From an optimization exercise on the open Yosys and OpenROAD flow, aimed at small area, a short achievable clock period and few clock cycles per item; shortcuts taken in it are not production practice.
In this exercise RTL edits were held to simulation tests only and were not proved equivalent to the original.

==> flow/design.v, too long to show whole: its modules and the start of the top module <==
// module operand_join: 37 lines
// module int_alu: 67 lines
// module mul_pipe: 1626 lines
// module result_buffer: 34 lines
// module dfu_top: 69 lines
module dfu_top (
	input  logic        clk,
	input  logic        rst,
	input  logic        a_valid,
	input  logic [4:0]  a_op,
	input  logic [31:0] a_data,
	output logic        a_ready,
	input  logic        b_valid,
	input  logic [31:0] b_data,
	output logic        b_ready,
	output logic        res_valid,
	output logic [31:0] res_data,
	input  logic        res_ready
);
  // ...
==> flow/run.sh <==
#!/bin/bash
# synth_recipe.tcl (not shown) runs the flow's synth.tcl, then flattens the netlist and writes it again
# the make line also repeats each setting of config.mk as NAME=value (left out here)
make -C /OpenROAD-flow-scripts/flow DESIGN_CONFIG=/design/flow/config.mk WORK_HOME=/design/flow/orfs CLKGATE_MAP_FILE= SYNTH_SCRIPT=/design/flow/synth_recipe.tcl finish
==> flow/config.mk <==
export PLATFORM = sky130hd
export DESIGN_NAME = dfu_top
export DESIGN_NICKNAME = dfu_top
export VERILOG_FILES = /design/flow/design.v
export SDC_FILE = /design/flow/constraint.sdc
export NUM_CORES = 4
export LEC_CHECK = 0
export CAP_MARGIN = 20
export CORE_MARGIN = 2
export CORE_UTILIZATION = 40
export SETUP_SLACK_MARGIN = 4.7
export SLEW_MARGIN = 20
==> flow/constraint.sdc <==
create_clock -name core_clock -period 9.0 [get_ports {clk}]
set_input_delay 1.8000 -clock core_clock [delete_from_list [all_inputs] [get_ports {clk}]]
set_output_delay 1.8000 -clock core_clock [all_outputs]
set_load 0.01 [all_outputs]
==> notes.md, run 1 <==
RSZ-0062 raised after global routing yes; Util after Layout 50.8%; H-tree Lvls 4; boundary pin count 109; Async SR Flop Fraction 1.47%; syn_area_per_cell 8.78 µm²; die area 60100 µm²; initial DRC count 3939; Setup crit end kind register; CTS tree done; tapcell count 765; Post-Synthesis Cells 2649; GR peak layer met2; Hold EP rbuf0.res_valid; count of multi-input gates 2002; first-pass GRT wire length 161 mm; worst-margin pin slew 1.16 ns; Rows 88; Critical Path End rbuf0.s_q[31]; worst reg2reg startpoint join0.tok_b[18]; crit-path max FO 14; FF-to-FF setup slack 3.53 ns; most frequent cells in the layout xnor2_1 (237), inv_1 (219), a22oi_1 (182); fin nets 3196; Max Transition Viols Final 0; Layout area overhead 25.8%; post-DR wirelength/cell 31.6 µm; All-Layer GR Usage 36.8%; status complete, no violations; slowest stage cell, crit path edfxtp_1; Vias 23800; met1 Resource Use GR 46.8%; fin cells 3545; worst hold start join0.tok_valid; CP Class register to register; Hold Slack 0.491 ns
Testbench counts, summed over its fixed seeds: cycles 18,324, items 16,000.
==> module operand_join, before the edit <==
module operand_join (
	input  logic             clk,
	input  logic             rst,
	input  logic             a_valid,
	input  logic [4:0]       a_op,
	input  dfu_pkg::word_t   a_data,
	input  logic             b_valid,
	input  dfu_pkg::word_t   b_data,
	output logic             a_ready,
	output logic             b_ready,
	output logic             tok_valid,
	output dfu_pkg::alu_op_t tok_op,
	output dfu_pkg::word_t   tok_a,
	output dfu_pkg::word_t   tok_b,
	input  logic             tok_ready
);
	logic load;
	logic take;
	assign load = ~tok_valid | tok_ready;
	assign take = a_valid & b_valid & load;
	assign a_ready = take;
	assign b_ready = take;
	always_ff @(posedge clk or posedge rst) begin
		if (rst) begin
			tok_valid <= 1'b0;
		end else if (load) begin
			tok_valid <= a_valid & b_valid;
		end
	end
	always_ff @(posedge clk) begin
		if (load) begin
			tok_op <= dfu_pkg::alu_op_t'(a_op);
			tok_a <= a_data;
			tok_b <= b_data;
		end
	end
endmodule
==> module int_alu, before the edit <==
module int_alu (
	input  dfu_pkg::alu_op_t tok_op,
	input  dfu_pkg::word_t   tok_a,
	input  dfu_pkg::word_t   tok_b,
	output dfu_pkg::word_t   alu_s,
	output dfu_pkg::word_t   alu_c,
	output logic             alu_ci
);
	logic        is_add;
	logic        is_sub;
	logic        is_shl;
	logic        fill;
	logic        big;
	logic [31:0] src;
	logic signed [32:0] ext;
	logic [31:0] shr;
	logic [31:0] sh_res;
	logic        eq;
	logic        lt_u;
	logic        lt_s;
	dfu_pkg::word_t res;
	assign is_add = (tok_op == dfu_pkg::OP_ADD);
	assign is_sub = (tok_op == dfu_pkg::OP_SUB);
	assign is_shl = (tok_op == dfu_pkg::OP_SHL);
	assign fill = (tok_op == dfu_pkg::OP_ASHR) & tok_a[31];
	assign big = |tok_b[31:5];
	always_comb begin
		for (int i = 0; i < 32; i++) begin
			src[i] = is_shl ? tok_a[31-i] : tok_a[i];
		end
	end
	assign ext = {fill, src};
	assign shr = big ? {32{fill}} : 32'(ext >>> tok_b[4:0]);
	always_comb begin
		for (int i = 0; i < 32; i++) begin
			sh_res[i] = is_shl ? shr[31-i] : shr[i];
		end
	end
	assign eq = (tok_a == tok_b);
	assign lt_u = (tok_a < tok_b);
	assign lt_s = (tok_a[31] ^ tok_b[31]) ? tok_a[31] : lt_u;
	always_comb begin
		res = '0;
		case (tok_op)
			dfu_pkg::OP_AND:  res = tok_a & tok_b;
			dfu_pkg::OP_OR:   res = tok_a | tok_b;
			dfu_pkg::OP_XOR:  res = tok_a ^ tok_b;
			dfu_pkg::OP_SHL,
			dfu_pkg::OP_LSHR,
			dfu_pkg::OP_ASHR: res = sh_res;
			dfu_pkg::OP_EQ:   res[0] = eq;
			dfu_pkg::OP_NE:   res[0] = ~eq;
			dfu_pkg::OP_UGT:  res[0] = ~lt_u & ~eq;
			dfu_pkg::OP_UGE:  res[0] = ~lt_u;
			dfu_pkg::OP_ULT:  res[0] = lt_u;
			dfu_pkg::OP_ULE:  res[0] = lt_u | eq;
			dfu_pkg::OP_SGT:  res[0] = ~lt_s & ~eq;
			dfu_pkg::OP_SGE:  res[0] = ~lt_s;
			dfu_pkg::OP_SLT:  res[0] = lt_s;
			dfu_pkg::OP_SLE:  res[0] = lt_s | eq;
			default:          res = '0;
		endcase
	end
	assign alu_s = (is_add | is_sub) ? tok_a : res;
	assign alu_c = is_add ? tok_b : (is_sub ? ~tok_b : '0);
	assign alu_ci = is_sub;
endmodule
==> module dfu_top, before the edit <==
module dfu_top (
	input  logic        clk,
	input  logic        rst,
	input  logic        a_valid,
	input  logic [4:0]  a_op,
	input  logic [31:0] a_data,
	output logic        a_ready,
	input  logic        b_valid,
	input  logic [31:0] b_data,
	output logic        b_ready,
	output logic        res_valid,
	output logic [31:0] res_data,
	input  logic        res_ready
);
	logic             tok_valid;
	dfu_pkg::alu_op_t tok_op;
	dfu_pkg::word_t   tok_a;
	dfu_pkg::word_t   tok_b;
	logic             tok_ready;
	dfu_pkg::word_t   alu_s;
	dfu_pkg::word_t   alu_c;
	logic             alu_ci;
	dfu_pkg::word_t   mul_s;
	dfu_pkg::word_t   mul_c;
	logic             is_mul;
	operand_join join0 (
		.clk       (clk),
		.rst       (rst),
		.a_valid   (a_valid),
		.a_op      (a_op),
		.a_data    (a_data),
		.b_valid   (b_valid),
		.b_data    (b_data),
		.a_ready   (a_ready),
		.b_ready   (b_ready),
		.tok_valid (tok_valid),
		.tok_op    (tok_op),
		.tok_a     (tok_a),
		.tok_b     (tok_b),
		.tok_ready (tok_ready)
	);
	int_alu alu0 (
		.tok_op (tok_op),
		.tok_a  (tok_a),
		.tok_b  (tok_b),
		.alu_s  (alu_s),
		.alu_c  (alu_c),
		.alu_ci (alu_ci)
	);
	mul_pipe mul0 (
		.x (tok_a),
		.y (tok_b),
		.s (mul_s),
		.c (mul_c)
	);
	assign is_mul = (tok_op == dfu_pkg::OP_MUL);
	result_buffer rbuf0 (
		.clk       (clk),
		.rst       (rst),
		.in_valid  (tok_valid),
		.in_s      (is_mul ? mul_s : alu_s),
		.in_c      (is_mul ? mul_c : alu_c),
		.in_ci     (alu_ci),
		.in_ready  (tok_ready),
		.res_valid (res_valid),
		.res_data  (res_data),
		.res_ready (res_ready)
	);
endmodule
==> inputs of run 2 (changes only) <==
--- a/flow/design.v
+++ b/flow/design.v
@@ -39,3 +39,6 @@
 	output dfu_pkg::word_t   tok_a,
-	output dfu_pkg::word_t   tok_b,
+	output logic [15:0]      tok_one,
+	output logic [15:0]      tok_two,
+	output logic [15:0]      tok_neg,
+	output logic             tok_inv,
 	input  logic             tok_ready
@@ -44,2 +47,10 @@
 	logic take;
+	logic           is_sh;
+	logic           is_rsh;
+	logic           inv;
+	logic           big;
+	dfu_pkg::word_t a_in;
+	logic [15:0]    one_in;
+	logic [15:0]    two_in;
+	logic [15:0]    neg_in;
 	assign load = ~tok_valid | tok_ready;
@@ -48,2 +59,22 @@
 	assign b_ready = take;
+	assign is_rsh = (a_op == dfu_pkg::OP_LSHR) | (a_op == dfu_pkg::OP_ASHR);
+	assign is_sh = is_rsh | (a_op == dfu_pkg::OP_SHL);
+	assign inv = (a_op == dfu_pkg::OP_ASHR) & a_data[31];
+	assign big = |b_data[31:5];
+	always_comb begin
+		for (int i = 0; i < 32; i++) begin
+			a_in[i] = is_rsh ? (a_data[31-i] ^ inv) : a_data[i];
+		end
+		for (int j = 0; j < 16; j++) begin
+			if (is_sh) begin
+				one_in[j] = ~big & (b_data[4:0] == 5'(2*j));
+				two_in[j] = ~big & (b_data[4:0] == 5'(2*j+1));
+				neg_in[j] = 1'b0;
+			end else begin
+				one_in[j] = b_data[2*j] ^ ((j > 0) ? b_data[(2*j+31)%32] : 1'b0);
+				two_in[j] = ~one_in[j] & (b_data[2*j+1] ^ b_data[2*j]);
+				neg_in[j] = b_data[2*j+1];
+			end
+		end
+	end
 	always_ff @(posedge clk or posedge rst) begin
@@ -58,4 +89,7 @@
 			tok_op <= dfu_pkg::alu_op_t'(a_op);
-			tok_a <= a_data;
-			tok_b <= b_data;
+			tok_a <= a_in;
+			tok_one <= one_in;
+			tok_two <= two_in;
+			tok_neg <= neg_in;
+			tok_inv <= inv;
 		end
@@ -66,3 +100,4 @@
 	input  dfu_pkg::word_t   tok_a,
-	input  dfu_pkg::word_t   tok_b,
+	input  logic [15:0]      tok_one,
+	input  logic [15:0]      tok_neg,
 	output dfu_pkg::word_t   alu_s,
@@ -71,35 +106,20 @@
 );
-	logic        is_add;
-	logic        is_sub;
-	logic        is_shl;
-	logic        fill;
-	logic        big;
-	logic [31:0] src;
-	logic signed [32:0] ext;
-	logic [31:0] shr;
-	logic [31:0] sh_res;
-	logic        eq;
-	logic        lt_u;
-	logic        lt_s;
+	dfu_pkg::word_t b;
+	logic           is_add;
+	logic           is_sub;
+	logic           eq;
+	logic           lt_u;
+	logic           lt_s;
 	dfu_pkg::word_t res;
-	assign is_add = (tok_op == dfu_pkg::OP_ADD);
-	assign is_sub = (tok_op == dfu_pkg::OP_SUB);
-	assign is_shl = (tok_op == dfu_pkg::OP_SHL);
-	assign fill = (tok_op == dfu_pkg::OP_ASHR) & tok_a[31];
-	assign big = |tok_b[31:5];
-	always_comb begin
-		for (int i = 0; i < 32; i++) begin
-			src[i] = is_shl ? tok_a[31-i] : tok_a[i];
-		end
-	end
-	assign ext = {fill, src};
-	assign shr = big ? {32{fill}} : 32'(ext >>> tok_b[4:0]);
 	always_comb begin
-		for (int i = 0; i < 32; i++) begin
-			sh_res[i] = is_shl ? shr[31-i] : shr[i];
+		for (int j = 0; j < 16; j++) begin
+			b[2*j+1] = tok_neg[j];
+			b[2*j] = tok_one[j] ^ ((j > 0) ? tok_neg[(j+15)%16] : 1'b0);
 		end
 	end
-	assign eq = (tok_a == tok_b);
-	assign lt_u = (tok_a < tok_b);
-	assign lt_s = (tok_a[31] ^ tok_b[31]) ? tok_a[31] : lt_u;
+	assign is_add = (tok_op == dfu_pkg::OP_ADD);
+	assign is_sub = (tok_op == dfu_pkg::OP_SUB);
+	assign eq = (tok_a == b);
+	assign lt_u = (tok_a < b);
+	assign lt_s = (tok_a[31] ^ b[31]) ? tok_a[31] : lt_u;
 	always_comb begin
@@ -107,8 +127,5 @@
 		case (tok_op)
-			dfu_pkg::OP_AND:  res = tok_a & tok_b;
-			dfu_pkg::OP_OR:   res = tok_a | tok_b;
-			dfu_pkg::OP_XOR:  res = tok_a ^ tok_b;
-			dfu_pkg::OP_SHL,
-			dfu_pkg::OP_LSHR,
-			dfu_pkg::OP_ASHR: res = sh_res;
+			dfu_pkg::OP_AND:  res = tok_a & b;
+			dfu_pkg::OP_OR:   res = tok_a | b;
+			dfu_pkg::OP_XOR:  res = tok_a ^ b;
 			dfu_pkg::OP_EQ:   res[0] = eq;
@@ -127,3 +144,3 @@
 	assign alu_s = (is_add | is_sub) ? tok_a : res;
-	assign alu_c = is_add ? tok_b : (is_sub ? ~tok_b : '0);
+	assign alu_c = is_add ? b : (is_sub ? ~b : '0);
 	assign alu_ci = is_sub;
@@ -132,3 +149,5 @@
 	input  logic [31:0] x,
-	input  logic [31:0] y,
+	input  logic [15:0] b_one,
+	input  logic [15:0] b_two,
+	input  logic [15:0] b_neg,
 	output logic [31:0] s,
@@ -136,5 +155,2 @@
 );
-	logic [15:0] b_one;
-	logic [15:0] b_two;
-	logic [15:0] b_neg;
 	logic pp_0_0;
@@ -891,5 +907,2 @@
 	logic c240;
-	assign b_one[0] = y[0] ^ 1'b0;
-	assign b_two[0] = (y[1] & ~y[0] & ~1'b0) | (~y[1] & y[0] & 1'b0);
-	assign b_neg[0] = y[1];
 	assign pp_0_0 = (b_one[0] & x[0]) ^ b_neg[0];
@@ -926,5 +939,2 @@
 	assign pp_0_31 = ((b_one[0] & x[31]) | (b_two[0] & x[30])) ^ b_neg[0];
-	assign b_one[1] = y[2] ^ y[1];
-	assign b_two[1] = (y[3] & ~y[2] & ~y[1]) | (~y[3] & y[2] & y[1]);
-	assign b_neg[1] = y[3];
 	assign pp_1_0 = (b_one[1] & x[0]) ^ b_neg[1];
@@ -959,5 +969,2 @@
 	assign pp_1_29 = ((b_one[1] & x[29]) | (b_two[1] & x[28])) ^ b_neg[1];
-	assign b_one[2] = y[4] ^ y[3];
-	assign b_two[2] = (y[5] & ~y[4] & ~y[3]) | (~y[5] & y[4] & y[3]);
-	assign b_neg[2] = y[5];
 	assign pp_2_0 = (b_one[2] & x[0]) ^ b_neg[2];
@@ -990,5 +997,2 @@
 	assign pp_2_27 = ((b_one[2] & x[27]) | (b_two[2] & x[26])) ^ b_neg[2];
-	assign b_one[3] = y[6] ^ y[5];
-	assign b_two[3] = (y[7] & ~y[6] & ~y[5]) | (~y[7] & y[6] & y[5]);
-	assign b_neg[3] = y[7];
 	assign pp_3_0 = (b_one[3] & x[0]) ^ b_neg[3];
@@ -1019,5 +1023,2 @@
 	assign pp_3_25 = ((b_one[3] & x[25]) | (b_two[3] & x[24])) ^ b_neg[3];
-	assign b_one[4] = y[8] ^ y[7];
-	assign b_two[4] = (y[9] & ~y[8] & ~y[7]) | (~y[9] & y[8] & y[7]);
-	assign b_neg[4] = y[9];
 	assign pp_4_0 = (b_one[4] & x[0]) ^ b_neg[4];
@@ -1046,5 +1047,2 @@
 	assign pp_4_23 = ((b_one[4] & x[23]) | (b_two[4] & x[22])) ^ b_neg[4];
-	assign b_one[5] = y[10] ^ y[9];
-	assign b_two[5] = (y[11] & ~y[10] & ~y[9]) | (~y[11] & y[10] & y[9]);
-	assign b_neg[5] = y[11];
 	assign pp_5_0 = (b_one[5] & x[0]) ^ b_neg[5];
@@ -1071,5 +1069,2 @@
 	assign pp_5_21 = ((b_one[5] & x[21]) | (b_two[5] & x[20])) ^ b_neg[5];
-	assign b_one[6] = y[12] ^ y[11];
-	assign b_two[6] = (y[13] & ~y[12] & ~y[11]) | (~y[13] & y[12] & y[11]);
-	assign b_neg[6] = y[13];
 	assign pp_6_0 = (b_one[6] & x[0]) ^ b_neg[6];
@@ -1094,5 +1089,2 @@
 	assign pp_6_19 = ((b_one[6] & x[19]) | (b_two[6] & x[18])) ^ b_neg[6];
-	assign b_one[7] = y[14] ^ y[13];
-	assign b_two[7] = (y[15] & ~y[14] & ~y[13]) | (~y[15] & y[14] & y[13]);
-	assign b_neg[7] = y[15];
 	assign pp_7_0 = (b_one[7] & x[0]) ^ b_neg[7];
@@ -1115,5 +1107,2 @@
 	assign pp_7_17 = ((b_one[7] & x[17]) | (b_two[7] & x[16])) ^ b_neg[7];
-	assign b_one[8] = y[16] ^ y[15];
-	assign b_two[8] = (y[17] & ~y[16] & ~y[15]) | (~y[17] & y[16] & y[15]);
-	assign b_neg[8] = y[17];
 	assign pp_8_0 = (b_one[8] & x[0]) ^ b_neg[8];
@@ -1134,5 +1123,2 @@
 	assign pp_8_15 = ((b_one[8] & x[15]) | (b_two[8] & x[14])) ^ b_neg[8];
-	assign b_one[9] = y[18] ^ y[17];
-	assign b_two[9] = (y[19] & ~y[18] & ~y[17]) | (~y[19] & y[18] & y[17]);
-	assign b_neg[9] = y[19];
 	assign pp_9_0 = (b_one[9] & x[0]) ^ b_neg[9];
@@ -1151,5 +1137,2 @@
 	assign pp_9_13 = ((b_one[9] & x[13]) | (b_two[9] & x[12])) ^ b_neg[9];
-	assign b_one[10] = y[20] ^ y[19];
-	assign b_two[10] = (y[21] & ~y[20] & ~y[19]) | (~y[21] & y[20] & y[19]);
-	assign b_neg[10] = y[21];
 	assign pp_10_0 = (b_one[10] & x[0]) ^ b_neg[10];
@@ -1166,5 +1149,2 @@
 	assign pp_10_11 = ((b_one[10] & x[11]) | (b_two[10] & x[10])) ^ b_neg[10];
-	assign b_one[11] = y[22] ^ y[21];
-	assign b_two[11] = (y[23] & ~y[22] & ~y[21]) | (~y[23] & y[22] & y[21]);
-	assign b_neg[11] = y[23];
 	assign pp_11_0 = (b_one[11] & x[0]) ^ b_neg[11];
@@ -1179,5 +1159,2 @@
 	assign pp_11_9 = ((b_one[11] & x[9]) | (b_two[11] & x[8])) ^ b_neg[11];
-	assign b_one[12] = y[24] ^ y[23];
-	assign b_two[12] = (y[25] & ~y[24] & ~y[23]) | (~y[25] & y[24] & y[23]);
-	assign b_neg[12] = y[25];
 	assign pp_12_0 = (b_one[12] & x[0]) ^ b_neg[12];
@@ -1190,5 +1167,2 @@
 	assign pp_12_7 = ((b_one[12] & x[7]) | (b_two[12] & x[6])) ^ b_neg[12];
-	assign b_one[13] = y[26] ^ y[25];
-	assign b_two[13] = (y[27] & ~y[26] & ~y[25]) | (~y[27] & y[26] & y[25]);
-	assign b_neg[13] = y[27];
 	assign pp_13_0 = (b_one[13] & x[0]) ^ b_neg[13];
@@ -1199,5 +1173,2 @@
 	assign pp_13_5 = ((b_one[13] & x[5]) | (b_two[13] & x[4])) ^ b_neg[13];
-	assign b_one[14] = y[28] ^ y[27];
-	assign b_two[14] = (y[29] & ~y[28] & ~y[27]) | (~y[29] & y[28] & y[27]);
-	assign b_neg[14] = y[29];
 	assign pp_14_0 = (b_one[14] & x[0]) ^ b_neg[14];
@@ -1206,5 +1177,2 @@
 	assign pp_14_3 = ((b_one[14] & x[3]) | (b_two[14] & x[2])) ^ b_neg[14];
-	assign b_one[15] = y[30] ^ y[29];
-	assign b_two[15] = (y[31] & ~y[30] & ~y[29]) | (~y[31] & y[30] & y[29]);
-	assign b_neg[15] = y[31];
 	assign pp_15_0 = (b_one[15] & x[0]) ^ b_neg[15];
@@ -1807,3 +1775,6 @@
 	dfu_pkg::word_t   tok_a;
-	dfu_pkg::word_t   tok_b;
+	logic [15:0]      tok_one;
+	logic [15:0]      tok_two;
+	logic [15:0]      tok_neg;
+	logic             tok_inv;
 	logic             tok_ready;
@@ -1814,3 +1785,7 @@
 	dfu_pkg::word_t   mul_c;
-	logic             is_mul;
+	dfu_pkg::word_t   rsh;
+	logic             use_mul;
+	logic             use_rsh;
+	dfu_pkg::word_t   in_s;
+	dfu_pkg::word_t   in_c;
 	operand_join join0 (
@@ -1828,3 +1803,6 @@
 		.tok_a     (tok_a),
-		.tok_b     (tok_b),
+		.tok_one   (tok_one),
+		.tok_two   (tok_two),
+		.tok_neg   (tok_neg),
+		.tok_inv   (tok_inv),
 		.tok_ready (tok_ready)
@@ -1832,16 +1810,27 @@
 	int_alu alu0 (
-		.tok_op (tok_op),
-		.tok_a  (tok_a),
-		.tok_b  (tok_b),
-		.alu_s  (alu_s),
-		.alu_c  (alu_c),
-		.alu_ci (alu_ci)
+		.tok_op  (tok_op),
+		.tok_a   (tok_a),
+		.tok_one (tok_one),
+		.tok_neg (tok_neg),
+		.alu_s   (alu_s),
+		.alu_c   (alu_c),
+		.alu_ci  (alu_ci)
 	);
 	mul_pipe mul0 (
-		.x (tok_a),
-		.y (tok_b),
-		.s (mul_s),
-		.c (mul_c)
+		.x     (tok_a),
+		.b_one (tok_one),
+		.b_two (tok_two),
+		.b_neg (tok_neg),
+		.s     (mul_s),
+		.c     (mul_c)
 	);
-	assign is_mul = (tok_op == dfu_pkg::OP_MUL);
+	assign use_mul = (tok_op == dfu_pkg::OP_MUL) | (tok_op == dfu_pkg::OP_SHL);
+	assign use_rsh = (tok_op == dfu_pkg::OP_LSHR) | (tok_op == dfu_pkg::OP_ASHR);
+	always_comb begin
+		for (int i = 0; i < 32; i++) begin
+			rsh[i] = (mul_s[31-i] | mul_c[31-i]) ^ tok_inv;
+		end
+	end
+	assign in_s = use_mul ? mul_s : (use_rsh ? rsh : alu_s);
+	assign in_c = use_mul ? mul_c : alu_c;
 	result_buffer rbuf0 (
@@ -1850,4 +1839,4 @@
 		.in_valid  (tok_valid),
-		.in_s      (is_mul ? mul_s : alu_s),
-		.in_c      (is_mul ? mul_c : alu_c),
+		.in_s      (in_s),
+		.in_c      (in_c),
 		.in_ci     (alu_ci),
==> notes.md, run 2 <==
status complete, no violations (unchanged); boundary pin count 109 (unchanged); top post-synthesis cells by count xnor2_1 (373), inv_1 (279), a22oi_1 (268) (was inv_1 (247), xnor2_1 (243), a22oi_1 (220)); Synth cell types 71 (was 77); Max Transition Viols Final 0 (unchanged); initial DRC count 2437 (was 3939); crit-path max FO 25 (was 14); clk slew on worst S/H paths 0.07 ns (was 0.08 ns); Top Registers join0.tok_a x32, rbuf0.c_q x32, rbuf0.s_q x32; Slew headroom 32.0% (was 22.8%); CP Class register to register (unchanged); largest net degree at the start of global routing 73 (was 71); most numerous cell in the Yosys netlist xnor2_1 (was inv_1); final worst-path cycle share 57.5% (was 60.8%); top routing layer used met5 (unchanged); critical path's most frequent cell xnor2_1 (unchanged); HP Class register to register (unchanged); Synth Cell Area 21900 µm² (was 23200 µm²); CTS tree done (unchanged); final WL 86.4 mm (was 112 mm); H-tree Lvls 4 (unchanged); # port buffers 108 (unchanged); Detail Route Antenna Nets 0 (unchanged); met2 WL 37.5 mm (was 46.5 mm); arrival time worst endpoint 5.49 ns (was 5.67 ns); Post-Synthesis Cells 2372 (was 2649); gr ovfl total 0 (unchanged); first-pass GRT wire length 127 mm (was 161 mm); met3 routed WL 10.7 mm (was 16.5 mm); via density per instance 6.14 (was 6.71); Period minus WS final 5.18 ns (was 5.47 ns); post-synthesis sequential area ratio 20.9% (was 17.5%); CP bufs+invs 3 (was 4); die area 56700 µm² (was 60100 µm²); RSZ-0062 raised after global routing yes (unchanged); Setup crit end kind register (unchanged); slowest stage cell, crit path fa_1 (was edfxtp_1); dominant synthesized flop cell edfxtp_1 (unchanged); vias in the first global route 20100 (was 23000); Reg area 4580 µm² (was 4070 µm²); top cells by area, synth edfxtp_1 (21%), fa_1 (17%), xnor2_1 (15%), a22oi_1 (9.2%), ha_1 (8.8%) (was edfxtp_1 (17%), fa_1 (16%), xnor2_1 (9.2%), ha_1 (9.1%), a22oi_1 (7.1%)); TritonCTS Buffers 17 (unchanged); endpoints failing hold 0 (unchanged); clk_skew 0.0142 ns (was 0.0193 ns); clk latency of the worst-skew pair 0.49 ns (about the same); DIE HEIGHT 238 µm (was 245 µm); Synth Net Count 2790 (was 3081); top cell type's share of synthesized area 20.7% (was 17.3%); fin area 27600 µm² (was 29200 µm²); CTS Sinks 153 (was 136); DRC 0 (unchanged); die width 238 µm (was 245 µm); initial antenna violation count 1 (was 6); initial core utilization 40.6% (was 40.4%); post-DR wirelength/cell 26.6 µm (was 31.6 µm); EDFF count, synth 151 (was 134); Worst Path Required 9.31 ns (was 9.20 ns); most common cell after layout, fill and taps aside xnor2_1 (unchanged); maxcap violations 0 (unchanged); Fin Setup TNS 0 ns (unchanged); Vias 19900 (was 23800); Hold Slack 0.471 ns (was 0.491 ns); Rows 85 (was 88); delay-heaviest family, CP adder cells (unchanged); drt pass-1 iters 10 (was 7); CP Launch Type register (unchanged); filler cell count in the final layout 4960 (was 5257); Placeable Area 54000 µm² (was 57600 µm²); gpl congestion 0.964 (was 1.03); Async SR Flop Fraction 1.31% (was 1.47%); clk root buf clkbuf_16 (unchanged); most frequent cells in the layout xnor2_1 (343), inv_1 (263), a22oi_1 (192) (was xnor2_1 (237), inv_1 (219), a22oi_1 (182)); Placement Cell Area 23800 µm² (was 25400 µm²); worst-margin pin slew 1.02 ns (was 1.16 ns); hold buffer count at cts 0 (unchanged); area of the multi-input gates 17000 µm² (was 19000 µm²); flop and latch count out of synthesis 153 (was 136); slowest stage delay, CP 0.52 ns (was 0.63 ns); met1 WL 32.5 mm (was 41.3 mm); syn_area_per_cell 9.24 µm² (was 8.78 µm²); diode count 0 (was 3); setup violators final 0 (unchanged); crit-path cells buf_6 > a22oi_2 > xnor2_2 > fa_1 > fa_1 > fa_1 > inv_1 > fa_1 > inv_1 > fa_2 > xor2_1 > xnor2_1 > xnor2_1 > xnor2_1 > xnor2_1 > xnor2_1 > nor2_1 > xor2_1 > a221oi_2 (was inv_1 > ha_4 > a22oi_1 > xnor2_1 > ha_1 > inv_1 > fa_1 > fa_1 > inv_1 > fa_1 > inv_1 > fa_1 > xor2_1 > xnor2_1 > xnor2_1 > xnor2_1 > xnor2_1 > xnor2_1 > xnor2_1 > a21oi_1); post-synth top area cell edfxtp_1 (unchanged); All-Layer GR Usage 30.2% (was 36.8%); CTS max path bufs 2 (unchanged); fin nets 2955 (was 3196); DP HPWL 56.0 mm (was 75.0 mm); FMAX 193 MHz (was 183 MHz); synthesis warning total 4 (was 3); Layout area overhead 26.1% (was 25.8%); ratio of cells with drive above 1 in the final layout 23.6% (was 24.6%); Util after Layout 51.1% (was 50.8%)
[run 2: changes by cell type after synthesis, moves of 24 or more]
| cell | before | now |
|---|---|---|
| a21oi_1 | 209 | 91 |
| a221oi_1 | 72 | 32 |
| a22oi_1 | 220 | 268 |
| clkbuf_1 | 179 | 136 |
| inv_1 | 247 | 279 |
| mux2i_1 | 37 | 5 |
| mux4_2 | 30 | 0 |
| nor2_1 | 137 | 113 |
| o21ai_0 | 151 | 56 |
| xnor2_1 | 243 | 373 |
| xor2_1 | 22 | 48 |
[run 2: logic make-up (layout without fill, tap and decap cells)]
| kind of cell | Yosys count | count (layout) | share of synthesized area, % |
|---|---|---|---|
| adder cells (fa/ha/maj) | 344 | 344 | 26.1 |
| AND/OR/NAND/NOR | 341 | 341 | 6.93 |
| multiplexers | 8 | 8 | 0.383 |
| flip-flops | 153 | 153 | 20.9 |
| AO/OA/AOI/OAI | 606 | 606 | 19.8 |
| buffers and inverters | 495 | 673 | 8.70 |
| XOR/XNOR | 425 | 425 | 17.1 |
[run 2: worst reg2reg max path: cells and delay by family, from the launching register on]
kind            cells  cell delay, ns
buf+inv             3            0.44
flops               1            0.35
xor+xnor            8            1.33
fa+ha+maj           5            2.32
compound gates      2            0.47
simple gates        1            0.08
[run 2: through the flow]
stage	worst slack (ns)	std cells
2_1_floorplan	2.40	2372
3_3_place_gp	3.09	3019
3_5_place_dp	2.97	3019
4_1_cts	3.81	3212
5_1_grt	3.66	3246
6_report	3.82	3246
[run 2: layer usage]
metal | track usage (%) | up-vias
met4 | 17.4 | 2
met3 | 9.44 | 344
met5 | 0 | -
met2 | 45.6 | 1323
li1 | - | 8494
met1 | 38.3 | 9776
[run 2: worst paths after layout]
path,from,to,slack [ns],depth (start not counted)
worst max-delay path,join0.tok_one[4],rbuf0.s_q[0],3.82,19
worst min-delay path,join0.tok_valid,rbuf0.res_valid,0.47,1
worst max register to register,join0.tok_one[4],rbuf0.s_q[0],3.82,19
worst min register to register,join0.tok_valid,rbuf0.res_valid,0.47,1
max in group asynchronous,rst,rbuf0.res_valid,7.43,2
min in group asynchronous,rst,join0.tok_valid,1.46,2
[run 2: timing repair]
item	CTS	global route
pin swaps	158	53
resized for setup	380	100
buffers inserted	157	32
cloned	4	2
endpoints found under the setup margin	78	150
[run 2: cell type report]
type	count	share of cell area, %
clock buffer	17	1.54
clock inverter	15	0.738
inverter	289	4.10
multi-input combinational	1724	61.5
sequential	153	16.6
tap	696	3.15
timing repair buffer	352	12.4
Testbench counts of run 2, summed over its fixed seeds: cycles 18,324, items 16,000.
==> inputs of run 3 (changes only) <==
--- a/flow/config.mk
+++ b/flow/config.mk
@@ -7,2 +7,3 @@
 export LEC_CHECK = 0
+export ABC_CLOCK_PERIOD_IN_PS = 4300
 export CAP_MARGIN = 20
==> notes.md, run 3 <==
CTS Sinks 153 (unchanged); Slew headroom 32.0% (unchanged); ratio of cells with drive above 1 in the final layout 23.6% (unchanged); Period minus WS final 5.18 ns (unchanged); Layout area overhead 26.1% (unchanged); vias in the first global route 20100 (unchanged); top cells by area, synth edfxtp_1 (21%), fa_1 (17%), xnor2_1 (15%), a22oi_1 (9.2%), ha_1 (8.8%) (unchanged); CTS tree done (unchanged); fin nets 2955 (unchanged); delay-heaviest family, CP adder cells (unchanged); most numerous cell in the Yosys netlist xnor2_1 (unchanged); crit-path cells buf_6 > a22oi_2 > xnor2_2 > fa_1 > fa_1 > fa_1 > inv_1 > fa_1 > inv_1 > fa_2 > xor2_1 > xnor2_1 > xnor2_1 > xnor2_1 > xnor2_1 > xnor2_1 > nor2_1 > xor2_1 > a221oi_2 (unchanged); Critical path origin join0.tok_one[4] (unchanged); CTS max path bufs 2 (unchanged); Max Transition Viols Final 0 (unchanged); clk root buf clkbuf_16 (unchanged); post-synth top area cell edfxtp_1 (unchanged); Util after Layout 51.1% (unchanged); DRC 0 (unchanged); clk slew on worst S/H paths 0.07 ns (about the same); gr ovfl total 0 (unchanged); arrival time worst endpoint 5.49 ns (about the same); Reg2Reg Depth 19 (unchanged); Detail Route Antenna Nets 0 (unchanged); All-Layer GR Usage 30.2% (unchanged); CP Class register to register (unchanged); hold buffer count at cts 0 (unchanged); DP HPWL 56.0 mm (unchanged); Synth cell types 71 (unchanged); maxcap violations 0 (unchanged); Fin Setup TNS 0 ns (unchanged); dominant synthesized flop cell edfxtp_1 (unchanged); CP Launch Type register (unchanged); setup violators final 0 (unchanged); DP Worst Slack 2.97 ns (unchanged); synthesis warning total 4 (unchanged); crit-path max FO 25 (unchanged); Worst Path Required 9.31 ns (about the same); status complete, no violations (unchanged); hold depth 1 (unchanged); die width 238 µm (unchanged); FMAX 193 MHz (unchanged); syn_area_per_cell 9.24 µm² (unchanged); initial core utilization 40.6% (unchanged); Synth Net Count 2790 (unchanged); worst-margin pin slew 1.02 ns (unchanged); first-pass GRT wire length 127 mm (unchanged); diode count 0 (unchanged); clk latency of the worst-skew pair 0.49 ns (about the same); Vias 19900 (unchanged); RSZ-0062 raised after global routing yes (unchanged); top cell type's share of synthesized area 20.7% (unchanged); die area 56700 µm² (unchanged); Synth Cell Area 21900 µm² (unchanged); slowest stage delay, CP 0.52 ns (about the same); largest net degree at the start of global routing 73 (unchanged); worst hold start join0.tok_valid (unchanged); final WL 86.4 mm (unchanged); via density per instance 6.14 (unchanged); initial DRC count 2437 (unchanged); final worst-path cycle share 57.5% (unchanged); EDFF count, synth 151 (unchanged); slowest stage cell, crit path fa_1 (unchanged); boundary pin count 109 (unchanged); DIE HEIGHT 238 µm (unchanged); HP Class register to register (unchanged); most common cell after layout, fill and taps aside xnor2_1 (unchanged); worst reg2reg startpoint join0.tok_one[4] (unchanged); # port buffers 108 (unchanged); CP bufs+invs 3 (unchanged); gpl congestion 0.964 (unchanged); TritonCTS Buffers 17 (unchanged); post-DR wirelength/cell 26.6 µm (unchanged); drt pass-1 iters 10 (unchanged); clk_skew 0.0142 ns (unchanged); top post-synthesis cells by count xnor2_1 (373), inv_1 (279), a22oi_1 (268) (unchanged); Post-Synthesis Cells 2372 (unchanged); initial antenna violation count 1 (unchanged); flop and latch count out of synthesis 153 (unchanged); H-tree Lvls 4 (unchanged); Async SR Flop Fraction 1.31% (unchanged); Top Registers join0.tok_a x32, rbuf0.c_q x32, rbuf0.s_q x32 (unchanged); most frequent cells in the layout xnor2_1 (343), inv_1 (263), a22oi_1 (192) (unchanged); Worst Setup Slack, final 3.82 ns (unchanged); endpoints failing hold 0 (unchanged); Placeable Area 54000 µm² (unchanged); Stages on worst setup path 19 (unchanged); post-synthesis sequential area ratio 20.9% (unchanged); Rows 85 (unchanged); Setup crit end kind register (unchanged); critical path's most frequent cell xnor2_1 (unchanged)
-- run 3: per-layer routing --
layer	global-route usage (%)	share of wire [%]	routed length, µm	vias to the layer above
met1	38.3	38	32500	9776
met4	17.4	6.7	5760	2
met5	0	0.015	13	-
met3	9.44	12	10700	344
li1	-	-	-	8494
met2	45.6	43	37500	1323
-- run 3: timing repair --
item                                    in CTS  in global routing
endpoints found under the setup margin      78                150
hold endpoints to repair                     0                  0
resized for setup                          380                100
buffers inserted                           157                 32
pin swaps                                  158                 53
gates cloned                                 4                  2
-- run 3: final timing paths --
kind                            slack, ns              end
worst min register to register       0.47  rbuf0.res_valid
max in group asynchronous            7.43  rbuf0.res_valid
worst min-delay path                 0.47  rbuf0.res_valid
worst max register to register       3.82     rbuf0.s_q[0]
worst max-delay path                 3.82     rbuf0.s_q[0]
min in group asynchronous            1.46  join0.tok_valid
-- run 3: final cells by class --
type	count	area (µm²)
Clock buffer	17	425
Inverter	289	1130
Timing Repair Buffer	352	3420
Tap cell	696	871
Clock inverter	15	204
Sequential cell	153	4580
Fill cell	4960	26400
Multi-Input combinational cell	1724	17000
-- run 3: logic make-up (layout without fill, tap and decap cells) --
kind of cell	count (synthesis)	count (layout)	share of synthesized area (%)
DFF	153	153	20.9
muxes	8	8	0.383
xor gates and xnor gates	425	425	17.1
buffers and inverters	495	673	8.70
AOI/OAI and AO/OA	606	606	19.8
and+or+nand+nor	341	341	6.93
adders and majority gates	344	344	26.1
-- run 3: metrics by stage --
stage	instances	hold WS, ns	instance area, µm²
after global routing	3246	0.491	27600
after global placement	3019	0.447	23800
after floorplan	2372	0.435	22800
after CTS	3212	0.476	26900
after detailed placement	3019	0.454	23800
final	3246	0.471	27600
==> inputs of run 4 (changes only) <==
==> flow/flow/run.sh (new file) <==
#!/bin/bash
# The standard layout, with the full and half adder cells kept out of
# synthesis: the reduction tree is mapped to plain gates, which are faster.
set -euo pipefail
cat >> config.mk <<'EOC'
export DONT_USE_CELLS = sky130_fd_sc_hd__fa_1 sky130_fd_sc_hd__fa_2 sky130_fd_sc_hd__fa_4 sky130_fd_sc_hd__ha_1 sky130_fd_sc_hd__ha_2 sky130_fd_sc_hd__ha_4
EOC
bash standard.sh finish > standard.log 2>&1
==> flow/standard.sh (new file) <==
#!/bin/bash
# synth_recipe.tcl (not shown) runs the flow's synth.tcl, then flattens the netlist and writes it again
# the make line also repeats each setting of config.mk as NAME=value (left out here)
make -C /OpenROAD-flow-scripts/flow DESIGN_CONFIG=/design/flow/config.mk WORK_HOME=/design/flow/orfs CLKGATE_MAP_FILE= SYNTH_SCRIPT=/design/flow/synth_recipe.tcl "${@:-finish}"
--- a/flow/config.mk
+++ b/flow/config.mk
@@ -7,3 +7,2 @@
 export LEC_CHECK = 0
-export ABC_CLOCK_PERIOD_IN_PS = 4300
 export CAP_MARGIN = 20
@@ -13 +12,2 @@
 export SLEW_MARGIN = 20
+export DONT_USE_CELLS = sky130_fd_sc_hd__fa_1 sky130_fd_sc_hd__fa_2 sky130_fd_sc_hd__fa_4 sky130_fd_sc_hd__ha_1 sky130_fd_sc_hd__ha_2 sky130_fd_sc_hd__ha_4
removed: flow/run.sh
==> notes.md, run 4 <==
critical path's most frequent cell maj3_2 (was xnor2_1); worst hold start join0.tok_valid (unchanged); EDFF count, synth 151 (unchanged); CTS max path bufs 2 (unchanged); clk_skew 0.0197 ns (was 0.0142 ns); FMAX 169 MHz (was 193 MHz); mux cell area share after synthesis 0.269% (was 0.383%); DIE HEIGHT 245 µm (was 238 µm); FF-to-FF setup slack 4.69 ns (was 3.82 ns); CP Launch Type register (unchanged); Post-Synthesis Cells 2716 (was 2372); fin cells 3586 (was 3246); clk latency of the worst-skew pair 0.49 ns (about the same); top post-synthesis cells by count xnor2_1 (626), a22oi_1 (260), nand2_1 (199) (was xnor2_1 (373), inv_1 (279), a22oi_1 (268)); first-pass GRT wire length 130 mm (was 127 mm); flop and latch count out of synthesis 153 (unchanged); Reg area 4580 µm² (unchanged); Detail Route Antenna Nets 0 (unchanged); Setup crit end kind output pin (was register); hold depth 1 (unchanged); slowest stage delay, CP 0.49 ns (was 0.52 ns); Placeable Area 57600 µm² (was 54000 µm²); top cell type's share of synthesized area 23.6% (was 20.7%); Rows 88 (was 85); synthesis warning total 4 (unchanged); vias in the first global route 21200 (was 20100); initial antenna violation count 1 (unchanged); post-synth top area cell xnor2_1 (was edfxtp_1); dominant synthesized flop cell edfxtp_1 (unchanged); Slew headroom 21.2% (was 32.0%); placed cells 3399 (was 3019); crit-path max FO 5 (was 25); status complete, no violations (unchanged); H-tree Lvls 4 (unchanged); most frequent cells in the layout xnor2_1 (568), a22oi_1 (250), nand2_1 (198) (was xnor2_1 (343), inv_1 (263), a22oi_1 (192)); die width 245 µm (was 238 µm); fin nets 2882 (was 2955); Layout area overhead 18.3% (was 26.1%); CP Class register to output pin (was register to register); post-DR wirelength/cell 24.6 µm (was 26.6 µm); Async SR Flop Fraction 1.31% (unchanged); syn_area_per_cell 8.57 µm² (was 9.24 µm²); Synth Area in Simple Gates 10.9% (was 6.93%); DP HPWL 55.4 mm (was 56.0 mm); slowest stage cell, crit path edfxtp_1 (was fa_1); Synth cell types 86 (was 71); most numerous cell in the Yosys netlist xnor2_1 (unchanged); main combinational cell family by area after synthesis XOR/XNOR gates (was adder cells); clk root buf clkbuf_16 (unchanged); # port buffers 108 (unchanged); initial core utilization 40.4% (was 40.6%); top cells by area, synth xnor2_1 (24%), edfxtp_1 (19%), a22oi_1 (8.4%), maj3_1 (6.4%), xor2_1 (5.0%) (was edfxtp_1 (21%), fa_1 (17%), xnor2_1 (15%), a22oi_1 (9.2%), ha_1 (8.8%)); post-synthesis sequential area ratio 19.7% (was 20.9%); Synth Net Count 2790 (unchanged); largest net degree at the start of global routing 82 (was 73); RSZ-0062 raised after global routing yes (unchanged); endpoints failing hold 0 (unchanged); setup violators final 0 (unchanged); final worst-path cycle share 65.8% (was 57.5%); HP Class register to register (unchanged); Post-Synth XOR/XNOR Area 34.6% (was 17.1%); Synth Cell Area 23300 µm² (was 21900 µm²); clk slew on worst S/H paths 0.08 ns (was 0.07 ns); Worst Path Required 7.20 ns (was 9.31 ns); delay-heaviest family, CP adder cells (unchanged); filler cell count in the final layout 5416 (was 4960); boundary pin count 109 (unchanged); die area 60100 µm² (was 56700 µm²); Top Registers join0.tok_a x32, rbuf0.c_q x32, rbuf0.s_q x32 (unchanged); diode count 0 (unchanged); Period minus WS final 5.92 ns (was 5.18 ns); gr ovfl total 0 (unchanged); DP Worst Slack 3.06 ns (was 2.97 ns); arrival time worst endpoint 4.12 ns (was 5.49 ns); CTS tree done (unchanged); initial DRC count 2773 (was 2437); CTS Sinks 153 (unchanged); area of the multi-input gates 18300 µm² (was 17000 µm²); worst reg2reg startpoint join0.tok_a[18] (was join0.tok_one[4]); drt pass-1 iters 7 (was 10); r2r endpoint rbuf0.s_q[2] (was rbuf0.s_q[0]); gpl congestion 0.922 (was 0.964); complex-gate fraction of the synthesized area 21.0% (was 19.8%); final WL 88.2 mm (was 86.4 mm); All-Layer GR Usage 28.5% (was 30.2%); Synth Area in Adders 7.43% (was 26.1%); Reg2Reg Depth 13 (was 19); maxcap violations 0 (unchanged); Fin Setup TNS 0 ns (unchanged); TritonCTS Buffers 17 (unchanged); most common cell after layout, fill and taps aside xnor2_1 (unchanged); CP bufs+invs 2 (was 3); crit-path cells o22ai_2 > o221ai_2 > o211ai_2 > inv_1 > maj3_2 > maj3_2 > maj3_2 > maj3_2 > maj3_2 > maj3_2 > maj3_2 > xnor2_2 > buf_2 (was buf_6 > a22oi_2 > xnor2_2 > fa_1 > fa_1 > fa_1 > inv_1 > fa_1 > inv_1 > fa_2 > xor2_1 > xnor2_1 > xnor2_1 > xnor2_1 > xnor2_1 > xnor2_1 > nor2_1 > xor2_1 > a221oi_2); Worst Setup Slack, final 3.08 ns (was 3.82 ns); Vias 22300 (was 19900); DRC 0 (unchanged); via density per instance 6.22 (was 6.14); worst-margin pin slew 1.18 ns (was 1.02 ns); ratio of cells with drive above 1 in the final layout 17.5% (was 23.6%); Max Transition Viols Final 0 (unchanged); Hold EP rbuf0.res_valid (unchanged)
[run 4: repair_timing]
action | 4_1_cts | 5_1_grt
buffers inserted | 112 | 39
cloned | 1 | 3
hold buffers | 0 | 0
hold endpoints to repair | 0 | 0
pin swaps | 58 | 69
setup endpoints to repair | 63 | 68
resized for setup | 214 | 122
[run 4: layout make-up]
type                    count  area share [%]
clock buffers              18            1.56
clock inverters            14           0.354
inverters                  64           0.882
multi-input cells        2250            66.3
flip-flops and latches    153            16.6
well taps                 765            3.48
repair buffers            322            10.8
[run 4: logic make-up after synthesis]
| logic type | Yosys count |
|---|---|
| buffers and inverters | 314 |
| adders and majority gates | 170 |
| and+or+nand+nor | 552 |
| AOI/OAI and AO/OA | 697 |
| xor gates and xnor gates | 824 |
| muxes | 6 |
| DFF | 153 |
[run 4: worst max-delay path by stage]
stage                             start      endpoint  slack [ns]  cells past startpoint
after global placement     rbuf0.c_q[4]  res_data[12]        3.05                     13
after CTS                  rbuf0.s_q[1]  res_data[12]        3.11                     13
after global routing       rbuf0.s_q[1]  res_data[12]        2.95                     13
after floorplan               res_ready       b_ready        2.40                      3
after detailed placement  rbuf0.s_q[10]  res_data[29]        3.06                     14
final                      rbuf0.c_q[1]  res_data[12]        3.08                     13
[run 4: through the flow]
step	util (%)	area [µm²]	hold slack (ns)
global placement	43.1	24800	0.448
finish	47.8	27500	0.487
global route	47.8	27500	0.498
CTS	46.2	26600	0.482
floorplan	-	23500	0.435
detailed placement	43.1	24800	0.460
[run 4: per-layer routing]
metal  vias up  GRT usage [%]  part of all wire (%)
li1       9867              -                     -
met1     10600           37.4                    39
met2      1485           43.8                    44
met3       344           6.99                    12
met4         2           13.7                   4.9
met5         -              0                 0.015
==> module result_buffer, before the edit <==
module result_buffer (
	input  logic           clk,
	input  logic           rst,
	input  logic           in_valid,
	input  dfu_pkg::word_t in_s,
	input  dfu_pkg::word_t in_c,
	input  logic           in_ci,
	output logic           in_ready,
	output logic           res_valid,
	output dfu_pkg::word_t res_data,
	input  logic           res_ready
);
	dfu_pkg::word_t s_q;
	dfu_pkg::word_t c_q;
	logic           ci_q;
	logic [32:0]    sum;
	assign in_ready = ~res_valid | res_ready;
	always_ff @(posedge clk or posedge rst) begin
		if (rst) begin
			res_valid <= 1'b0;
		end else if (in_ready) begin
			res_valid <= in_valid;
		end
	end
	always_ff @(posedge clk) begin
		if (in_ready) begin
			s_q <= in_s;
			c_q <= in_c;
			ci_q <= in_ci;
		end
	end
	assign sum = {s_q, 1'b1} + {c_q, ci_q};
	assign res_data = sum[32:1];
endmodule
==> inputs of run 5 (changes only) <==
--- a/flow/design.v
+++ b/flow/design.v
@@ -1736,2 +1736,3 @@
 );
+	logic           sc_valid;
 	dfu_pkg::word_t s_q;
@@ -1739,9 +1740,11 @@
 	logic           ci_q;
+	logic           sc_ready;
 	logic [32:0]    sum;
-	assign in_ready = ~res_valid | res_ready;
+	assign sc_ready = ~res_valid | res_ready;
+	assign in_ready = ~sc_valid | sc_ready;
 	always_ff @(posedge clk or posedge rst) begin
 		if (rst) begin
-			res_valid <= 1'b0;
+			sc_valid <= 1'b0;
 		end else if (in_ready) begin
-			res_valid <= in_valid;
+			sc_valid <= in_valid;
 		end
@@ -1756,3 +1759,14 @@
 	assign sum = {s_q, 1'b1} + {c_q, ci_q};
-	assign res_data = sum[32:1];
+	always_ff @(posedge clk or posedge rst) begin
+		if (rst) begin
+			res_valid <= 1'b0;
+		end else if (sc_ready) begin
+			res_valid <= sc_valid;
+		end
+	end
+	always_ff @(posedge clk) begin
+		if (sc_ready) begin
+			res_data <= sum[32:1];
+		end
+	end
 endmodule
==> notes.md, run 5 <==
status complete, no violations (unchanged); dominant synthesized flop cell edfxtp_1 (unchanged); filler cell count in the final layout 5652 (was 5416); gr ovfl total 0 (unchanged); top cells by area, synth edfxtp_1 (23%), xnor2_1 (23%), a22oi_1 (8.3%), maj3_1 (6.8%), xor2_1 (4.9%) (was xnor2_1 (24%), edfxtp_1 (19%), a22oi_1 (8.4%), maj3_1 (6.4%), xor2_1 (5.0%)); Fin Setup TNS 0 ns (unchanged); Synth Area in Simple Gates 10.9% (about the same); DRC 0 (unchanged); EDFF count, synth 183 (was 151); die area 62400 µm² (was 60100 µm²); flop and latch count out of synthesis 186 (was 153); most frequent cells in the layout xnor2_1 (585), a22oi_1 (254), nand2_1 (185) (was xnor2_1 (568), a22oi_1 (250), nand2_1 (198)); maxcap violations 0 (unchanged); ratio of cells with drive above 1 in the final layout 12.9% (was 17.5%); complex-gate fraction of the synthesized area 20.7% (was 21.0%); final worst-path cycle share 49.8% (was 65.8%); Reg2Reg Depth 13 (unchanged); worst reg2reg startpoint rbuf0.s_q[0] (was join0.tok_a[18]); DP HPWL 57.0 mm (was 55.4 mm); clk root buf clkbuf_16 (unchanged); drt pass-1 iters 6 (was 7); post-DR wirelength/cell 25.3 µm (was 24.6 µm); Async SR Flop Fraction 1.61% (was 1.31%); crit-path max FO 2 (was 5); RSZ-0062 raised after global routing yes (unchanged); initial antenna violation count 1 (unchanged); most common cell after layout, fill and taps aside xnor2_1 (unchanged); die width 250 µm (was 245 µm); synthesis warning total 4 (unchanged); CTS Sinks 186 (was 153); Synth cell types 79 (was 86); FF-to-FF setup slack 4.52 ns (was 4.69 ns); Synth Net Count 2855 (was 2790); worst hold start join0.tok_valid (unchanged); boundary pin count 109 (unchanged); TritonCTS Buffers 17 (unchanged); H-tree Lvls 4 (unchanged); HP Class register to register (unchanged); clk_skew 0.0206 ns (was 0.0197 ns); FMAX 223 MHz (was 169 MHz); Post-Synth XOR/XNOR Area 32.6% (was 34.6%); post-synth top area cell edfxtp_1 (was xnor2_1); arrival time worst endpoint 4.73 ns (was 4.12 ns); largest net degree at the start of global routing 83 (was 82); mux cell area share after synthesis 0.383% (was 0.269%); gpl congestion 0.924 (was 0.922); DIE HEIGHT 250 µm (was 245 µm); syn_area_per_cell 8.69 µm² (was 8.57 µm²); Worst Path Required 9.25 ns (was 7.20 ns); Period minus WS final 4.48 ns (was 5.92 ns); via density per instance 6.28 (was 6.22); Rows 90 (was 88); Hold EP rbuf0.sc_valid (was rbuf0.res_valid); vias in the first global route 21300 (was 21200); hold buffer count at cts 0 (unchanged); fin nets 2916 (was 2882); post-synthesis sequential area ratio 23.1% (was 19.7%); initial DRC count 2848 (was 2773); final WL 92.1 mm (was 88.2 mm); Placeable Area 60000 µm² (was 57600 µm²); CP Launch Type register (unchanged); CTS tree done (unchanged); CTS max path bufs 2 (unchanged); Synth Cell Area 24200 µm² (was 23300 µm²); clk latency of the worst-skew pair 0.50 ns (was 0.49 ns); # port buffers 108 (unchanged); Slew headroom 19.4% (was 21.2%); Setup crit end kind register (was output pin); Synth Area in Adders 7.22% (was 7.43%); top post-synthesis cells by count xnor2_1 (622), a22oi_1 (267), clkbuf_1 (197) (was xnor2_1 (626), a22oi_1 (260), nand2_1 (199)); Detail Route Antenna Nets 0 (unchanged); CP Class register to register (was register to output pin); hold depth 1 (unchanged); endpoints failing hold 0 (unchanged); Post-Synthesis Cells 2781 (was 2716); r2r endpoint rbuf0.res_data[18] (was rbuf0.s_q[2]); most numerous cell in the Yosys netlist xnor2_1 (unchanged); main combinational cell family by area after synthesis XOR/XNOR gates (unchanged); top cell type's share of synthesized area 22.7% (was 23.6%); initial core utilization 40.2% (was 40.4%); Layout area overhead 17.2% (was 18.3%); worst-margin pin slew 1.18 ns (about the same); Hold Slack 0.577 ns (was 0.487 ns); Vias 22800 (was 22300); first-pass GRT wire length 133 mm (was 130 mm); Max Transition Viols Final 0 (unchanged); setup violators final 0 (unchanged); All-Layer GR Usage 28.2% (was 28.5%); clk slew on worst S/H paths 0.08 ns (about the same)
[run 5: cell types whose count changed after synthesis, moves of 9 or more]
cell,before,now
clkbuf_1,92,197
buf_2,102,4
edfxtp_1,151,183
nor2_1,159,134
buf_4,21,1
buf_1,32,50
inv_1,62,78
maj3_1,148,164
maj3_2,22,9
nor2b_1,14,27
nor3b_1,5,17
nand2_1,199,188
a211oi_1,12,21
nor3_1,22,13
[run 5: layer usage]
| metal | up-vias | GRT usage [%] | wire, µm |
|---|---|---|---|
| met4 | 2 | 13.4 | 4520 |
| met1 | 10900 | 36.0 | 35500 |
| met5 | - | 0 | 90 |
| met3 | 334 | 7.63 | 11100 |
| met2 | 1524 | 44.1 | 40900 |
| li1 | 10100 | - | - |
[run 5: final cells by class]
class	instances	area, µm²	share of cell area [%]
Multi-Input combinational cell	2264	18000	63.7
Sequential cell	186	5570	19.7
Timing Repair Buffer	293	2880	10.2
Tap cell	782	978	3.46
Clock buffer	17	425	1.50
Inverter	80	305	1.08
Clock inverter	15	123	0.433
Antenna cell	1	2.50	0.00884
[run 5: kinds of logic after synthesis]
logic type                 count (synthesis)
buffers and inverters                    332
muxes                                      9
xor gates and xnor gates                 812
adders and majority gates                173
DFF                                      186
AOI/OAI and AO/OA                        721
and+or+nand+nor                          548
[run 5: timing repair]
action,CTS,global route
buffers inserted,74,38
pin swaps,29,52
endpoints found under the hold margin,0,0
gates cloned,2,5
endpoints found under the setup margin,29,19
gates resized for setup,89,115
[run 5: stage by stage]
stage               worst slack, ns  utilization, %  instances  area, µm²
floorplan                      4.66               -       2781      24200
global placement               3.93            43.0       3483      25800
detailed placement             3.87            43.0       3486      25800
CTS                            4.59            45.6       3594      27300
global route                   4.42            47.2       3637      28300
finish                         4.52            47.2       3638      28300
[run 5: worst max-delay path by stage]
stage	startpoint	endpoint	cells past startpoint	slack, ns
after floorplan	rbuf0.s_q[0]	rbuf0.res_data[18]	13	4.66
after global placement	join0.tok_a[24]	rbuf0.s_q[1]	13	3.93
after detailed placement	join0.tok_a[22]	rbuf0.s_q[1]	13	3.87
after CTS	rbuf0.s_q[0]	rbuf0.res_data[18]	13	4.59
after global routing	rbuf0.s_q[0]	rbuf0.res_data[18]	13	4.42
final	rbuf0.s_q[0]	rbuf0.res_data[18]	13	4.52
[run 5: critical path, cell delays in order (launching register included)]
cell and delay [ns]:
edfxtp_1 0.41, maj3_2 0.34, a2111o_1 0.44, and3_4 0.22, o21ba_4 0.19, maj3_2 0.31, maj3_2 0.32, maj3_2 0.32
maj3_2 0.31, maj3_2 0.33, maj3_2 0.31, maj3_2 0.31, maj3_2 0.30, xnor2_1 0.12
Testbench counts of run 5, summed over its fixed seeds: cycles 18,336, items 16,000.
==> inputs of run 6 (changes only) <==
--- a/flow/config.mk
+++ b/flow/config.mk
@@ -12,2 +12,3 @@
 export SLEW_MARGIN = 20
+export SYNTH_HIERARCHICAL = 1
 export DONT_USE_CELLS = sky130_fd_sc_hd__fa_1 sky130_fd_sc_hd__fa_2 sky130_fd_sc_hd__fa_4 sky130_fd_sc_hd__ha_1 sky130_fd_sc_hd__ha_2 sky130_fd_sc_hd__ha_4
==> notes.md, run 6 <==
status complete, no violations (unchanged); top cells by area, synth edfxtp_1 (22%), xnor2_1 (21%), a22oi_1 (7.7%), xor2_1 (6.7%), maj3_1 (5.0%) (was edfxtp_1 (23%), xnor2_1 (23%), a22oi_1 (8.3%), maj3_1 (6.8%), xor2_1 (4.9%)); post-synth top area cell edfxtp_1 (unchanged); syn_area_per_cell 8.46 µm² (was 8.69 µm²); RSZ-0062 raised after global routing yes (unchanged); clk_skew 0.0133 ns (was 0.0206 ns); final worst-path cycle share 49.2% (was 49.8%); drt pass-1 iters 6 (unchanged); clk root buf clkbuf_16 (unchanged); crit-path max FO 2 (unchanged); H-tree Lvls 4 (unchanged); # port buffers 108 (unchanged); ratio of cells with drive above 1 in the final layout 11.8% (was 12.9%); Synth Cell Area 25300 µm² (was 24200 µm²); most numerous cell in the Yosys netlist xnor2_1 (unchanged); Vias 22800 (unchanged); Placeable Area 62700 µm² (was 60000 µm²); flop and latch count out of synthesis 186 (unchanged); die area 65200 µm² (was 62400 µm²); die width 255 µm (was 250 µm); Max Transition Viols Final 0 (unchanged); gr ovfl total 0 (unchanged); Fin Setup TNS 0 ns (unchanged); Rows 92 (was 90); Critical path origin res_ready (was rbuf0.s_q[0]); initial core utilization 40.3% (was 40.2%); largest net degree at the start of global routing 81 (was 83); arrival time worst endpoint 2.63 ns (was 4.73 ns); EDFF count, synth 183 (unchanged); endpoints failing hold 0 (unchanged); CP Class primary input to output pin (was register to register); clk slew on worst S/H paths 0.08 ns (about the same); Reg2Reg Depth 17 (was 13); dominant synthesized flop cell edfxtp_1 (unchanged); DIE HEIGHT 255 µm (was 250 µm); Reg area 5570 µm² (unchanged); via density per instance 5.92 (was 6.28); r2r endpoint rbuf0.s_q[1] (was rbuf0.res_data[18]); initial DRC count 2451 (was 2848); area of the multi-input gates 18500 µm² (was 18000 µm²); most common cell after layout, fill and taps aside xnor2_1 (unchanged); initial antenna violation count 0 (was 1); Layout area overhead 13.1% (was 17.2%); worst hold start rbuf0.sc_valid (was join0.tok_valid); synthesis warning total 10 (was 4); boundary pin count 109 (unchanged); filler cell count in the final layout 5975 (was 5652); top post-synthesis cells by count xnor2_1 (606), nand2_1 (281), a22oi_1 (259) (was xnor2_1 (622), a22oi_1 (267), clkbuf_1 (197)); most frequent cells in the layout xnor2_1 (576), nand2_1 (280), a22oi_1 (249) (was xnor2_1 (585), a22oi_1 (254), nand2_1 (185)); maxcap violations 0 (unchanged); Slew headroom 30.2% (was 19.4%); CTS max path bufs 2 (unchanged); TritonCTS Buffers 17 (unchanged); CTS Sinks 186 (unchanged); first-pass GRT wire length 129 mm (was 133 mm); Post-Synthesis Cells 2987 (was 2781); DP HPWL 54.8 mm (was 57.0 mm); Placement Cell Area 26400 µm² (was 25800 µm²); fin cells 3858 (was 3638); Setup crit end kind output pin (was register); setup violators final 0 (unchanged); Synth Net Count 3061 (was 2855); Async SR Flop Fraction 1.61% (unchanged); final WL 85.8 mm (was 92.1 mm); clk latency of the worst-skew pair 0.47 ns (was 0.50 ns); All-Layer GR Usage 25.2% (was 28.2%); worst-margin pin slew 1.05 ns (was 1.18 ns); gpl congestion 0.899 (was 0.924); post-DR wirelength/cell 22.2 µm (was 25.3 µm); fin nets 3073 (was 2916); Period minus WS final 4.43 ns (was 4.48 ns); CTS tree done (unchanged); FF-to-FF setup slack 4.65 ns (was 4.52 ns); post-synthesis sequential area ratio 22.0% (was 23.1%); diode count 0 (was 1); Worst Path Required 7.20 ns (was 9.25 ns); FMAX 226 MHz (was 223 MHz); vias in the first global route 22000 (was 21300); top cell type's share of synthesized area 21.7% (was 22.7%); HP Class register to register (unchanged); hold buffer count at cts 0 (unchanged); Detail Route Antenna Nets 0 (unchanged); DRC 0 (unchanged); placed cells 3718 (was 3486); worst reg2reg startpoint join0.tok_two[3] (was rbuf0.s_q[0]); CP Launch Type primary input (was register); fin area 28600 µm² (was 28300 µm²); Critical Path End a_ready (was rbuf0.res_data[18]); Synth cell types 97 (was 79)
==> run 6: cell count changes in the layout (fill, tap and decap cells not counted), sizes merged, moves of 35 or more <==
cell / previous run / this run
a31oi: 17 / 52
nand2: 188 / 281
o221ai: 38 / 2
xor2: 136 / 195
inv: 82 / 41
maj3: 173 / 137
nor2: 135 / 237
==> run 6: critical path: stages <==
cell      delay [ns]
buf_6           0.09
nand3b_1        0.21
buf_12          0.16
nand2b_4        0.13
nor2b_4         0.13
buf_6           0.11
==> run 6: what timing repair did <==
| action | in CTS | in global routing |
|---|---|---|
| endpoints found under the setup margin | 20 | 20 |
| setup buffers | 67 | 37 |
| gates cloned | 2 | 2 |
| gates resized for setup | 57 | 93 |
| pin swaps | 1 | 26 |
==> run 6: per-stage QoR <==
step	hold WS [ns]	util [%]	worst slack [ns]
2_1_floorplan	0.435	-	1.65
3_3_place_gp	0.448	42.1	3.07
3_5_place_dp	0.449	42.1	3.10
4_1_cts	0.469	44.3	4.57
5_1_grt	0.482	45.6	4.49
6_report	0.463	45.6	4.57
==> run 6: worst min-delay path by stage <==
stage / to / depth (start not counted)
after global routing: rbuf0.res_valid / 1
after detailed placement: rbuf0.res_valid / 1
after global placement: rbuf0.res_valid / 1
final: rbuf0.res_valid / 1
after floorplan: rbuf0.res_valid / 1
after CTS: rbuf0.res_valid / 1
==> run 6: routing by layer <==
metal	part of all wire, %	track usage [%]	vias up	wire, µm
li1	-	-	10500	-
met1	39	32.4	10700	33900
met2	45	40.5	1313	38700
met3	10	5.04	316	8720
met4	5.3	12.2	0	4530
met5	0	0	-	0
==> run 6: cells by family (layout without fill, tap and decap cells) <==
kind of cell / Yosys count / in the layout / share of synthesized area [%]
mux: 59 / 59 / 2.99
simple gates: 727 / 727 / 13.2
other cells: 1 / 1 / 0.0148
xor+xnor: 838 / 838 / 31.0
buf+inv: 318 / 343 / 6.36
compound gates: 721 / 721 / 18.9
flops: 186 / 186 / 22.0
fa+ha+maj: 137 / 137 / 5.48
==> run 6: layout make-up <==
class	instances	area share (%)
multi-input cells	2483	64.7
flip-flops and latches	186	19.5
repair buffers	277	9.62
well taps	846	3.70
clock buffers	17	1.49
clock inverters	15	0.556
inverters	34	0.446
==> run 6: per-module statistics from Yosys, one instance, submodules excluded <==
module,copies in the design,cells,flip-flops and latches
mul_pipe,1,1578,0
result_buffer,1,341,99
operand_join,1,365,87
int_alu,1,452,0
dfu_top,1,251,0

## separate check: timing with driven ports
The flow's constraints put no driver on any port. The routed layouts listed below were extracted and timed again, unchanged, in two steps.
Step 1 (the two cells are an assumption about what drives the block):
set clk [get_ports {clk}]
set_driving_cell -lib_cell sky130_fd_sc_hd__clkbuf_16 $clk
set_driving_cell -lib_cell sky130_fd_sc_hd__buf_2 [delete_from_list [all_inputs] $clk]
Step 2 times the ports against the registers' clock, not the clock port: input delays grow and output delays shrink by t, the midpoint of the rising clock arrivals with the driver on.
Three values: no drivers, after step 1, after step 2; two values: the first two.
| run | t (ns) | setup WS [ns] | worst setup path at the end | latest minus earliest clock arrival (ns) |
|---|---|---|---|---|
| run 1 | 0.536 | 3.529 / 3.529 / 3.529 | register to register | 0.020 / 0.019 |
| run 2 | 0.553 | 3.823 / 3.792 / 3.823 | register to register | 0.015 / 0.014 |
| run 3 | 0.553 | 3.823 / 3.792 / 3.823 | register to register | 0.015 / 0.014 |
| run 4 | 0.549 | 3.080 / 3.016 / 3.565 | register to output | 0.019 / 0.020 |
| run 5 | 0.548 | 4.522 / 4.522 / 4.331 | input to register | 0.021 / 0.022 |
| run 6 | 0.522 | 4.572 / 4.536 / 4.400 | input to register | 0.014 / 0.013 |
After both steps setup and hold are still met in every run listed. For run 5, which loses most, drivers alone change the setup slack by 0.000 ns; drivers and shift together by -0.191 ns.
